This is an optimization exercise on Yosys and OpenROAD, whose aim is small area, not a production implementation. The RTL was checked by simulation tests, not by an equivalence proof against the original design. Power figures rest on the tool's default switching activity, not on a simulated workload.

===== run.sh =====
#!/bin/bash
# synth_recipe.tcl (not shown) runs the flow's synth.tcl, then flattens the netlist and writes it again
# the make line also repeats each setting of config.mk as NAME=value (left out here)
make -C /OpenROAD-flow-scripts/flow DESIGN_CONFIG=/design/flow/config.mk WORK_HOME=/design/flow/orfs CLKGATE_MAP_FILE= SYNTH_SCRIPT=/design/flow/synth_recipe.tcl finish

===== config.mk =====
export PLATFORM = sky130hd
export DESIGN_NAME = lsb_unit
export DESIGN_NICKNAME = lsb_unit
export VERILOG_FILES = /design/flow/design.v
export SDC_FILE = /design/flow/constraint.sdc
export NUM_CORES = 4
export LEC_CHECK = 0
export CAP_MARGIN = 20
export CORE_MARGIN = 2
export CORE_UTILIZATION = 40
export SLEW_MARGIN = 20

===== constraint.sdc =====
create_clock -name core_clock -period 6.0 [get_ports {in_clk}]
set_input_delay 1.2000 -clock core_clock [delete_from_list [all_inputs] [get_ports {in_clk}]]
set_output_delay 1.2000 -clock core_clock [all_outputs]
set_load 0.01 [all_outputs]

===== design.v =====
package lsb_pkg;
    typedef logic [31:0] data_t;
    typedef logic [3:0]  rob_tag_t;    
    typedef enum logic [3:0] {
        LB  = 4'd0,
        LH  = 4'd1,
        LW  = 4'd2,
        LBU = 4'd3,
        LHU = 4'd4,
        SB  = 4'd5,
        SH  = 4'd6,
        SW  = 4'd7
    } mem_op_e;
    typedef enum logic [1:0] {
        RW_BYTE = 2'd0,
        RW_HALF = 2'd1,
        RW_WORD = 2'd2
    } rw_style_e;
    typedef struct packed {
        mem_op_e  op;
        data_t    imm;
        rob_tag_t qj;
        rob_tag_t qk;
        data_t    vj;    
        data_t    vk;    
        rob_tag_t dest;
    } lsb_op_t;
    typedef struct packed {
        logic     valid;
        rob_tag_t tag;
        data_t    data;
    } bcast_t;
    typedef struct packed {
        logic      valid;
        data_t     addr;
        rw_style_e style;
    } load_req_t;
    typedef struct packed {
        logic      valid;
        data_t     addr;
        rw_style_e style;
        data_t     value;
    } store_req_t;
    typedef struct packed {
        logic     valid;
        rob_tag_t dest;
        mem_op_e  op;
    } issued_load_t;
    function automatic logic is_load(input mem_op_e op);
        is_load = op == 4'd0 || op == 4'd1 || op == 4'd2 || op == 4'd3 || op == 4'd4;   
    endfunction
    function automatic logic is_store(input mem_op_e op);
        is_store = op == 4'd5 || op == 4'd6 || op == 4'd7;   
    endfunction
    function automatic rw_style_e style_of(input mem_op_e op);
        case (op)
            4'd0, 4'd3, 4'd5: style_of = lsb_pkg::RW_BYTE;   
            4'd1, 4'd4, 4'd6: style_of = lsb_pkg::RW_HALF;   
            default:          style_of = lsb_pkg::RW_WORD;   
        endcase
    endfunction
endpackage
module lsb_slot (
    input  logic             in_clk,
    input  logic             in_rst,
    input  logic             in_rdy,
    input  logic             in_flush,
    input  logic             alloc,
    input  logic             free,
    input  lsb_pkg::lsb_op_t alloc_op,
    input  lsb_pkg::bcast_t  alu_bcast,
    input  lsb_pkg::bcast_t  cdb_bcast,
    output lsb_pkg::lsb_op_t op
);
    logic             busy;
    lsb_pkg::lsb_op_t op_nxt;
    always_comb begin
        op_nxt = alloc ? alloc_op : op;
        if (alu_bcast.valid && op_nxt.qj != '0 && op_nxt.qj == alu_bcast.tag) begin
            op_nxt.qj = '0;
            op_nxt.vj = alu_bcast.data;
        end
        if (alu_bcast.valid && op_nxt.qk != '0 && op_nxt.qk == alu_bcast.tag) begin
            op_nxt.qk = '0;
            op_nxt.vk = alu_bcast.data;
        end
        if (cdb_bcast.valid && op_nxt.qj != '0 && op_nxt.qj == cdb_bcast.tag) begin
            op_nxt.qj = '0;
            op_nxt.vj = cdb_bcast.data;
        end
        if (cdb_bcast.valid && op_nxt.qk != '0 && op_nxt.qk == cdb_bcast.tag) begin
            op_nxt.qk = '0;
            op_nxt.vk = cdb_bcast.data;
        end
    end
    always_ff @(posedge in_clk) begin
        if (in_rst) begin
            busy <= 1'b0;
        end else if (in_rdy) begin
            if (in_flush) begin
                busy <= 1'b0;
            end else if (alloc) begin
                busy <= 1'b1;
            end else if (free) begin
                busy <= 1'b0;    
            end
        end
    end
    always_ff @(posedge in_clk) begin
        if (in_rdy && (alloc || busy)) begin
            op <= op_nxt;
        end
    end
endmodule
module lsb_ring_ctrl #(
    parameter int LSB_DEPTH = 16
) (
    input  logic                         in_clk,
    input  logic                         in_rst,
    input  logic                         in_rdy,
    input  logic                         in_flush,
    input  logic                         in_alloc,
    input  logic                         pop,
    output logic                         full,
    output logic                         head_valid,
    output logic [$clog2(LSB_DEPTH)-1:0] head_idx,
    output logic [LSB_DEPTH-1:0]         alloc_sel,
    output logic [LSB_DEPTH-1:0]         release_sel
);
    localparam int IDX_W = $clog2(LSB_DEPTH);
    logic [IDX_W-1:0] head;
    logic [IDX_W-1:0] tail;
    logic [IDX_W:0]   count;
    assign full       = (count == (IDX_W + 1)'(LSB_DEPTH));
    assign head_valid = (count != '0);
    assign head_idx   = head;
    always_comb begin
        for (int i = 0; i < LSB_DEPTH; i++) begin
            alloc_sel[i]   = in_alloc && (tail == IDX_W'(i));
            release_sel[i] = pop && (head == IDX_W'(i));
        end
    end
    always_ff @(posedge in_clk) begin
        if (in_rst) begin
            head  <= '0;
            tail  <= '0;
            count <= '0;
        end else if (in_rdy) begin
            if (in_flush) begin
                head  <= '0;
                tail  <= '0;
                count <= '0;
            end else begin
                if (in_alloc) begin
                    tail <= tail + 1'b1;     
                end
                if (pop) begin
                    head <= head + 1'b1;
                end
                case ({in_alloc, pop})
                    2'b10:   count <= count + 1'b1;
                    2'b01:   count <= count - 1'b1;
                    default: count <= count;
                endcase
            end
        end
    end
endmodule
module lsb_head_issue #(
    parameter int LSB_DEPTH = 16
) (
    input  logic                                    in_clk,
    input  logic                                    in_rst,
    input  logic                                    in_rdy,
    input  logic                                    in_flush,
    input  logic [LSB_DEPTH*112-1:0]                slot_ops,   
    input  logic [$clog2(LSB_DEPTH)-1:0]            head_idx,
    input  logic                                    head_valid,
    input  logic                                    in_rob_store_ok,
    input  logic                                    in_store_req_ok,
    input  logic                                    in_load_req_ok,
    input  logic                                    load_pending,
    output logic                                    pop,
    output logic                                    store_done,
    output lsb_pkg::store_req_t                     store_req,
    output lsb_pkg::load_req_t                      load_req,
    output lsb_pkg::issued_load_t                   issued_load
);
    lsb_pkg::lsb_op_t  head_op;
    lsb_pkg::data_t    head_addr;
    lsb_pkg::rw_style_e head_style;
    logic              store_wait;   
    logic              store_go;
    logic              load_go;
    localparam int OP_W = 112;   
    assign head_op    = slot_ops[head_idx*OP_W +: OP_W];
    assign head_addr  = head_op.vj + head_op.imm;
    assign head_style = lsb_pkg::style_of(head_op.op);
    assign store_go = head_valid
                   && lsb_pkg::is_store(head_op.op)
                   && head_op.qj == '0
                   && head_op.qk == '0
                   && in_rob_store_ok
                   && in_store_req_ok;
    assign load_go = head_valid
                  && lsb_pkg::is_load(head_op.op)
                  && head_op.qj == '0
                  && in_load_req_ok
                  && !load_pending;
    assign pop = (store_go && store_wait) || load_go;
    always_comb begin
        issued_load.valid = load_go;
        issued_load.dest  = head_op.dest;
        issued_load.op    = head_op.op;
    end
    always_ff @(posedge in_clk) begin
        if (in_rst) begin
            store_wait      <= 1'b0;
            store_done      <= 1'b0;
            store_req.valid <= 1'b0;
            load_req.valid  <= 1'b0;
        end else if (in_rdy) begin
            store_done      <= 1'b0;
            store_req.valid <= 1'b0;
            load_req.valid  <= 1'b0;
            if (in_flush) begin
                store_wait <= 1'b0;
            end else if (store_go) begin
                if (!store_wait) begin
                    store_wait      <= 1'b1;
                    store_req.valid <= 1'b1;
                end else begin
                    store_wait <= 1'b0;
                    store_done <= 1'b1;      
                end
            end else if (load_go) begin
                load_req.valid <= 1'b1;
            end
        end
    end
    always_ff @(posedge in_clk) begin
        if (in_rdy && store_go && !store_wait) begin
            store_req.addr  <= head_addr;
            store_req.style <= head_style;
            store_req.value <= head_op.vk;
        end
        if (in_rdy && load_go) begin
            load_req.addr  <= head_addr;
            load_req.style <= head_style;
        end
    end
endmodule
module lsb_load_return (
    input  logic                  in_clk,
    input  logic                  in_rst,
    input  logic                  in_rdy,
    input  logic                  in_flush,
    input  lsb_pkg::issued_load_t issued_load,
    input  logic                  in_load_data_valid,
    input  lsb_pkg::data_t        in_load_data,
    output logic                  load_pending,
    output lsb_pkg::bcast_t       cdb
);
    lsb_pkg::rob_tag_t last_dest;
    lsb_pkg::mem_op_e  last_op;
    logic              killed;       
    lsb_pkg::data_t    ext_data;
    always_comb begin
        case (last_op)
            lsb_pkg::LB:  ext_data = {{24{in_load_data[7]}}, in_load_data[7:0]};
            lsb_pkg::LH:  ext_data = {{16{in_load_data[15]}}, in_load_data[15:0]};
            lsb_pkg::LBU: ext_data = {24'd0, in_load_data[7:0]};
            lsb_pkg::LHU: ext_data = {16'd0, in_load_data[15:0]};
            default:      ext_data = in_load_data;
        endcase
    end
    always_ff @(posedge in_clk) begin
        if (in_rst) begin
            load_pending <= 1'b0;
            killed       <= 1'b0;
            cdb.valid    <= 1'b0;
        end else if (in_rdy) begin
            cdb.valid <= 1'b0;
            if (in_load_data_valid) begin
                load_pending <= 1'b0;
                killed       <= 1'b0;
                cdb.valid    <= !killed && !in_flush;
            end else if (in_flush) begin
                killed <= load_pending;
            end else if (issued_load.valid) begin
                load_pending <= 1'b1;
            end
        end
    end
    always_ff @(posedge in_clk) begin
        if (in_rdy && issued_load.valid) begin
            last_dest <= issued_load.dest;
            last_op   <= issued_load.op;
        end
        if (in_rdy && in_load_data_valid) begin
            cdb.tag  <= last_dest;
            cdb.data <= ext_data;
        end
    end
endmodule
module lsb_top #(
    parameter int LSB_DEPTH = 16
) (
    input  logic                in_clk,
    input  logic                in_rst,
    input  logic                in_rdy,
    input  logic                in_flush,
    input  logic                in_alloc,
    input  lsb_pkg::lsb_op_t    in_alloc_op,
    output logic                full,
    input  lsb_pkg::bcast_t     in_alu_bcast,
    input  logic                in_rob_store_ok,
    output logic                store_done,
    output lsb_pkg::load_req_t  load_req,
    input  logic                in_load_req_ok,
    input  logic                in_load_data_valid,
    input  lsb_pkg::data_t      in_load_data,
    output lsb_pkg::store_req_t store_req,
    input  logic                in_store_req_ok,
    output lsb_pkg::bcast_t     cdb
);
    logic [LSB_DEPTH-1:0]              alloc_sel;
    logic [LSB_DEPTH-1:0]              release_sel;
    logic [$clog2(LSB_DEPTH)-1:0]      head_idx;
    logic                              head_valid;
    logic                              pop;
    logic                              load_pending;
    localparam int OP_W = 112;   
    logic [LSB_DEPTH*OP_W-1:0]         slot_ops;     
    lsb_pkg::issued_load_t             issued_load;
    lsb_ring_ctrl #(
        .LSB_DEPTH (LSB_DEPTH)
    ) lsb_ring_ctrl_inst (
        .in_clk      (in_clk),
        .in_rst      (in_rst),
        .in_rdy      (in_rdy),
        .in_flush    (in_flush),
        .in_alloc    (in_alloc),
        .pop         (pop),
        .full        (full),
        .head_valid  (head_valid),
        .head_idx    (head_idx),
        .alloc_sel   (alloc_sel),
        .release_sel (release_sel)
    );
    for (genvar i = 0; i < LSB_DEPTH; i++) begin : g_slot
        lsb_slot lsb_slot_inst (
            .in_clk    (in_clk),
            .in_rst    (in_rst),
            .in_rdy    (in_rdy),
            .in_flush  (in_flush),
            .alloc     (alloc_sel[i]),
            .free      (release_sel[i]),
            .alloc_op  (in_alloc_op),
            .alu_bcast (in_alu_bcast),
            .cdb_bcast (cdb),
            .op        (slot_ops[i*OP_W +: OP_W])
        );
    end
    lsb_head_issue #(
        .LSB_DEPTH (LSB_DEPTH)
    ) lsb_head_issue_inst (
        .in_clk          (in_clk),
        .in_rst          (in_rst),
        .in_rdy          (in_rdy),
        .in_flush        (in_flush),
        .slot_ops        (slot_ops),
        .head_idx        (head_idx),
        .head_valid      (head_valid),
        .in_rob_store_ok (in_rob_store_ok),
        .in_store_req_ok (in_store_req_ok),
        .in_load_req_ok  (in_load_req_ok),
        .load_pending    (load_pending),
        .pop             (pop),
        .store_done      (store_done),
        .store_req       (store_req),
        .load_req        (load_req),
        .issued_load     (issued_load)
    );
    lsb_load_return lsb_load_return_inst (
        .in_clk             (in_clk),
        .in_rst             (in_rst),
        .in_rdy             (in_rdy),
        .in_flush           (in_flush),
        .issued_load        (issued_load),
        .in_load_data_valid (in_load_data_valid),
        .in_load_data       (in_load_data),
        .load_pending       (load_pending),
        .cdb                (cdb)
    );
endmodule
module lsb_unit (
    input  logic         in_clk,
    input  logic         in_rst,
    input  logic         in_rdy,
    input  logic         in_flush,
    input  logic         in_alloc,
    input  logic [111:0] in_alloc_op,
    output logic         full,
    input  logic [36:0]  in_alu_bcast,
    input  logic         in_rob_store_ok,
    output logic         store_done,
    output logic [34:0]  load_req,
    input  logic         in_load_req_ok,
    input  logic         in_load_data_valid,
    input  logic [31:0]  in_load_data,
    output logic [66:0]  store_req,
    input  logic         in_store_req_ok,
    output logic [36:0]  cdb
);
    lsb_pkg::lsb_op_t    alloc_op;
    lsb_pkg::bcast_t     alu_bcast;
    lsb_pkg::load_req_t  load_req_s;
    lsb_pkg::store_req_t store_req_s;
    lsb_pkg::bcast_t     cdb_s;
    assign alloc_op  = in_alloc_op;
    assign alu_bcast = in_alu_bcast;
    assign load_req  = load_req_s;
    assign store_req = store_req_s;
    assign cdb       = cdb_s;
    lsb_top #(
        .LSB_DEPTH (16)
    ) lsb_top_inst (
        .in_clk             (in_clk),
        .in_rst             (in_rst),
        .in_rdy             (in_rdy),
        .in_flush           (in_flush),
        .in_alloc           (in_alloc),
        .in_alloc_op        (alloc_op),
        .full               (full),
        .in_alu_bcast       (alu_bcast),
        .in_rob_store_ok    (in_rob_store_ok),
        .store_done         (store_done),
        .load_req           (load_req_s),
        .in_load_req_ok     (in_load_req_ok),
        .in_load_data_valid (in_load_data_valid),
        .in_load_data       (in_load_data),
        .store_req          (store_req_s),
        .in_store_req_ok    (in_store_req_ok),
        .cdb                (cdb_s)
    );
endmodule

==> impl_metrics.toml <==
[run_status]
run_status = "complete, no violations"

[synthesis]
mapped_cells = 9578
synth_enable_flop_cells = 1936
synth-seq-area-share = 0.559
synth.avg_cell_area_um2 = 11.0
number_of_library_cell_types_mapped_by_synthesis = 75
mappedNetlistArea_mm2 = 0.105
yosys_register_bits = 1972
async_s_r_ff_share_synth = 0
yosys_most_used_dff = "sky130_fd_sc_hd__edfxtp_1"
synth_area_leaders = "sky130_fd_sc_hd__edfxtp_1 55%, sky130_fd_sc_hd__mux4_2 11%, sky130_fd_sc_hd__nand2_1 5.5%"
synth_top_area_cell = "sky130_fd_sc_hd__edfxtp_1"
postSynthNetCount = 9812
synthTopCellsByCount = "1936 x sky130_fd_sc_hd__edfxtp_1, 1544 x sky130_fd_sc_hd__nand2_1, 1103 x sky130_fd_sc_hd__nor2_1, 1084 x sky130_fd_sc_hd__o21ai_0, 906 x sky130_fd_sc_hd__clkbuf_1"
synth_most_common_cell = "sky130_fd_sc_hd__edfxtp_1"
synth_top_cell_area_share = 0.552
yosys_warnings = 4

[clocking]
h-tree-depth = 4
cts_inserted_buffers = 216
cts_setup_buffers = 0
worst_skew_pair.late_latency_ns = 0.92
cts-hold-fix-buffers = 0
ctsLongestPathBuffers = 3
clock_slew_at_reported_path_ffs_ns = 0.07
cts_repair_resize_count = 0
cts_root_buffer = "sky130_fd_sc_hd__clkbuf_16"
cts_tree = "built"
numClockSinks = 1972

[global_route]
antenna_violations_before_repair = 62
first_global_vias = 79700
grt_start_max_net_pins = 81
groute.usage.overall = 0.306
grt_pass1_wl_um = 584000
grt_remaining_overflow = 0

[finish]
area_growth_pct = 14.5
finish.utilization = 0.460
post_route_cells_drive_above_1_share = 0.145
finish.net_count = 9603

[floorplan]
initial_utilization = 0.402
floorplan_die_width_um = 517
core_area_mm2 = 0.262
fp.dieH_um = 517
die-area_mm2 = 0.268
placementRows = 188
ioPinCount = 331

[drt]
detailroute.wirelength.met3_um = 50200
dr_wl_met2_um = 191000
avgRoutedWirePerCell_um = 31.8
route.antenna.remaining_nets = 0
drtIter0Drc = 13200
post_drt_via_cell_ratio = 6.36
routed_wl_um = 417000
drcViolationCount = 0
via_count = 83300
length_of_routed_wiring_on_met1_um = 145000
drt-pass1-iter-count = 7
top_layer_used = "met5"

[placement]
place.detailed.hpwl_um = 250000
post-place-ws_ns = 0.456
place.port_buffers = 330
routabilityCongestion = 0.949

[timing]
achievable-frequency_ghz = 0.182
period_share = 0.917
slew-limit-headroom = 0.172
setup_total_negative_slack_ns = 0
hold_viol = 0
timing.final.setup_violations = 0
rsz_0062_raised_after_global_routing = "false"
worst_setup_margin_ns = 0.499
tightest_slew_ns = 1.24
pins_over_slew_limit = 0
timing.final.crit_period_ns = 5.50
clock-skew-final_ns = 0.0738

[setup_path]
critPathArrivalTime_ns = 6.08
crit_path_max_incr_delay_ns = 0.68
crit_type = "reg -> reg"
timing.critical_path.buf_inv = 3
regToRegSetupSlack_ns = 0.50
timing.reg2reg.worst_path_depth = 15
worstSetupEndpointType = "flop"
worst-path-max-fanout = 30
critPathRequiredTime_ns = 6.58
reg_to_reg_end = "lsb_top_inst.lsb_head_issue_inst.store_req[65]$_DFFE_PP_"
critical_path.reg2reg.startpoint = "lsb_top_inst.lsb_ring_ctrl_inst.head[0]$_SDFFE_PP0P_"
critical_path.startpoint_type = "flop"
path_cells = "buf_12 -> buf_4 -> mux4_2 -> mux4_2 -> ha_1 -> o21ai_0 -> o21ai_0 -> a21oi_1 -> o41ai_1 -> and2_1 -> a211o_1 -> a211oi_1 -> buf_4 -> a21oi_1 -> xnor2_1"
slowest_cell_on_the_critical_path = "sky130_fd_sc_hd__dfxtp_4"
critical-path-top-delay-family = "compound AO/OA/AOI/OAI gates"

[pwr]
clockPowerShare = 0.449
swShare = 0.233
intPower_uw = 23300
sequentialPowerShare = 0.497
p_sw_uw = 7090
power_density_mw_per_mm2 = 252
power.ir.vdd_worst_mv = 0.318
power_leakage_uw = 0.0369
relative_contribution_of_combinational_cells_to_total_power = 0.054

[flow_run]
max-cap-violations = 0

[hold_path]
holdCritPathClass = "reg -> reg"
holdCritStartpoint = "lsb_top_inst.lsb_load_return_inst.last_dest[3]$_DFFE_PP_"
holdPathStages = 0
hold_end = "lsb_top_inst.lsb_load_return_inst.cdb[35]$_DFFE_PP_"
==> layout make-up <==
cell class / instances / area [um2]
diodes: 42 / 105
clock buffers: 271 / 5710
clock inverters: 130 / 1430
fillers: 23300 / 142000
inverters: 107 / 403
multi-input cells: 6375 / 42400
flip-flops and latches: 1972 / 58900
well taps: 3515 / 4400
repair buffers: 697 / 7360
==> cells in the final DEF, fill, tap and decap left out, drive strengths merged, types with 28 or more instances in the layout <==
cell type      instances
edfxtp              1936
nand2               1544
nor2                1103
o21ai               1098
a31oi                678
mux4                 523
a21oi                394
buf                  372
clkdlybuf4s50        325
clkbuf               271
nor3                 160
mux2i                158
xnor2                122
inv                  109
xor2                 102
clkinv               101
mux2                  44
nand4                 43
diode                 42
ha                    42
a21o                  40
dfxtp                 36
nor4                  29
nand3                 28
and3                  28
==> power by group through the flow <==
stage	sequential, uW	combinational [uW]	clock, uW
floorplan	15400	820	0
global placement	15400	1560	0
detailed placement	15400	1590	0
CTS	15100	1600	13800
global route	15100	1710	14300
finish	15100	1660	13700
==> through the flow <==
step	area [um2]	power (uW)	hold slack [ns]	std cells
final	121000	30400	0.432	13100
after global routing	121000	31100	0.443	13100
after CTS	121000	30500	0.434	13100
after detailed placement	113000	17000	0.411	12700
after global placement	113000	17000	0.410	12700
after floorplan	105000	16200	0.400	9578
==> flip-flops by register name (all words and copies together), names as in the netlist <==
register / cells
lsb_top_inst.g_slot.lsb_slot_inst.busy: 16
lsb_top_inst.g_slot.lsb_slot_inst.op: 1792
lsb_top_inst.lsb_head_issue_inst.load_req: 35
lsb_top_inst.lsb_head_issue_inst.store_done: 1
lsb_top_inst.lsb_head_issue_inst.store_req: 67
lsb_top_inst.lsb_head_issue_inst.store_wait: 1
lsb_top_inst.lsb_load_return_inst.cdb: 37
lsb_top_inst.lsb_load_return_inst.killed: 1
lsb_top_inst.lsb_load_return_inst.last_dest: 4
lsb_top_inst.lsb_load_return_inst.last_op: 4
lsb_top_inst.lsb_load_return_inst.load_pending: 1
lsb_top_inst.lsb_ring_ctrl_inst.count: 5
lsb_top_inst.lsb_ring_ctrl_inst.head: 4
lsb_top_inst.lsb_ring_ctrl_inst.tail: 4
==> worst max path at each step <==
stage / start / endpoint / slack (ns) / cells after the start
after floorplan: lsb_top_inst.lsb_ring_ctrl_inst.head[0]$_SDFFE_PP0P_ / lsb_top_inst.lsb_head_issue_inst.load_req[32]$_DFFE_PP_ / 0.20 / 21
after global placement: lsb_top_inst.lsb_ring_ctrl_inst.head[0]$_SDFFE_PP0P_ / lsb_top_inst.lsb_head_issue_inst.load_req[32]$_DFFE_PP_ / 0.56 / 15
after detailed placement: in_alloc / lsb_top_inst.g_slot[3].lsb_slot_inst.op[30]$_DFFE_PP_ / 0.46 / 12
after CTS: lsb_top_inst.lsb_ring_ctrl_inst.head[0]$_SDFFE_PP0P_ / lsb_top_inst.lsb_head_issue_inst.load_req[32]$_DFFE_PP_ / 0.50 / 15
after global routing: lsb_top_inst.lsb_ring_ctrl_inst.head[0]$_SDFFE_PP0P_ / lsb_top_inst.lsb_head_issue_inst.load_req[32]$_DFFE_PP_ / 0.28 / 15
final: lsb_top_inst.lsb_ring_ctrl_inst.head[0]$_SDFFE_PP0P_ / lsb_top_inst.lsb_head_issue_inst.store_req[65]$_DFFE_PP_ / 0.50 / 15
==> kinds of logic (layout without fill, tap and decap cells) <==
group           after synthesis  after routing  share of synthesized area
compound gates             2306           2306                      0.122
mux                         725            725                      0.132
simple gates               3076           3076                      0.119
flops                      1972           1972                      0.559
xor+xnor                    224            224                     0.0186
fa+ha+maj                    44             44                    0.00537
other cells                   0             42                          0
buf+inv                    1231           1205                     0.0447
==> routing by layer <==
| layer | up-vias | GRT usage |
|---|---|---|
| li1 | 34800 | - |
| met1 | 40500 | 0.376 |
| met2 | 6408 | 0.482 |
| met3 | 1606 | 0.0690 |
| met4 | 19 | 0.204 |
| met5 | - | 0 |

==> port drivers added, routing unchanged <==
No port has a modelled driver above. Below, the same layout with a new extraction and two added sets of constraints. Step 1: set_driving_cell puts a clkbuf_16 on in_clk and a buf_2 on each other input, an assumption about the parent block. Step 2 moves the port delays by t, midway between the first and last clock arrival at a register: inputs arrive t later, outputs are due t later. That takes back most of the time a late clock gives input paths. Three values: ideal ports, drivers, drivers and shift; two values: the first two.
t, ns: 0.976
setup slack, ns: 0.499 / 0.499 / 0.257
worst slew at a driven data input, ns: 0.27
After both steps this run still meets setup and hold. The setup slack of this run moves by 0.000 ns with the drivers and by -0.242 ns with both steps.
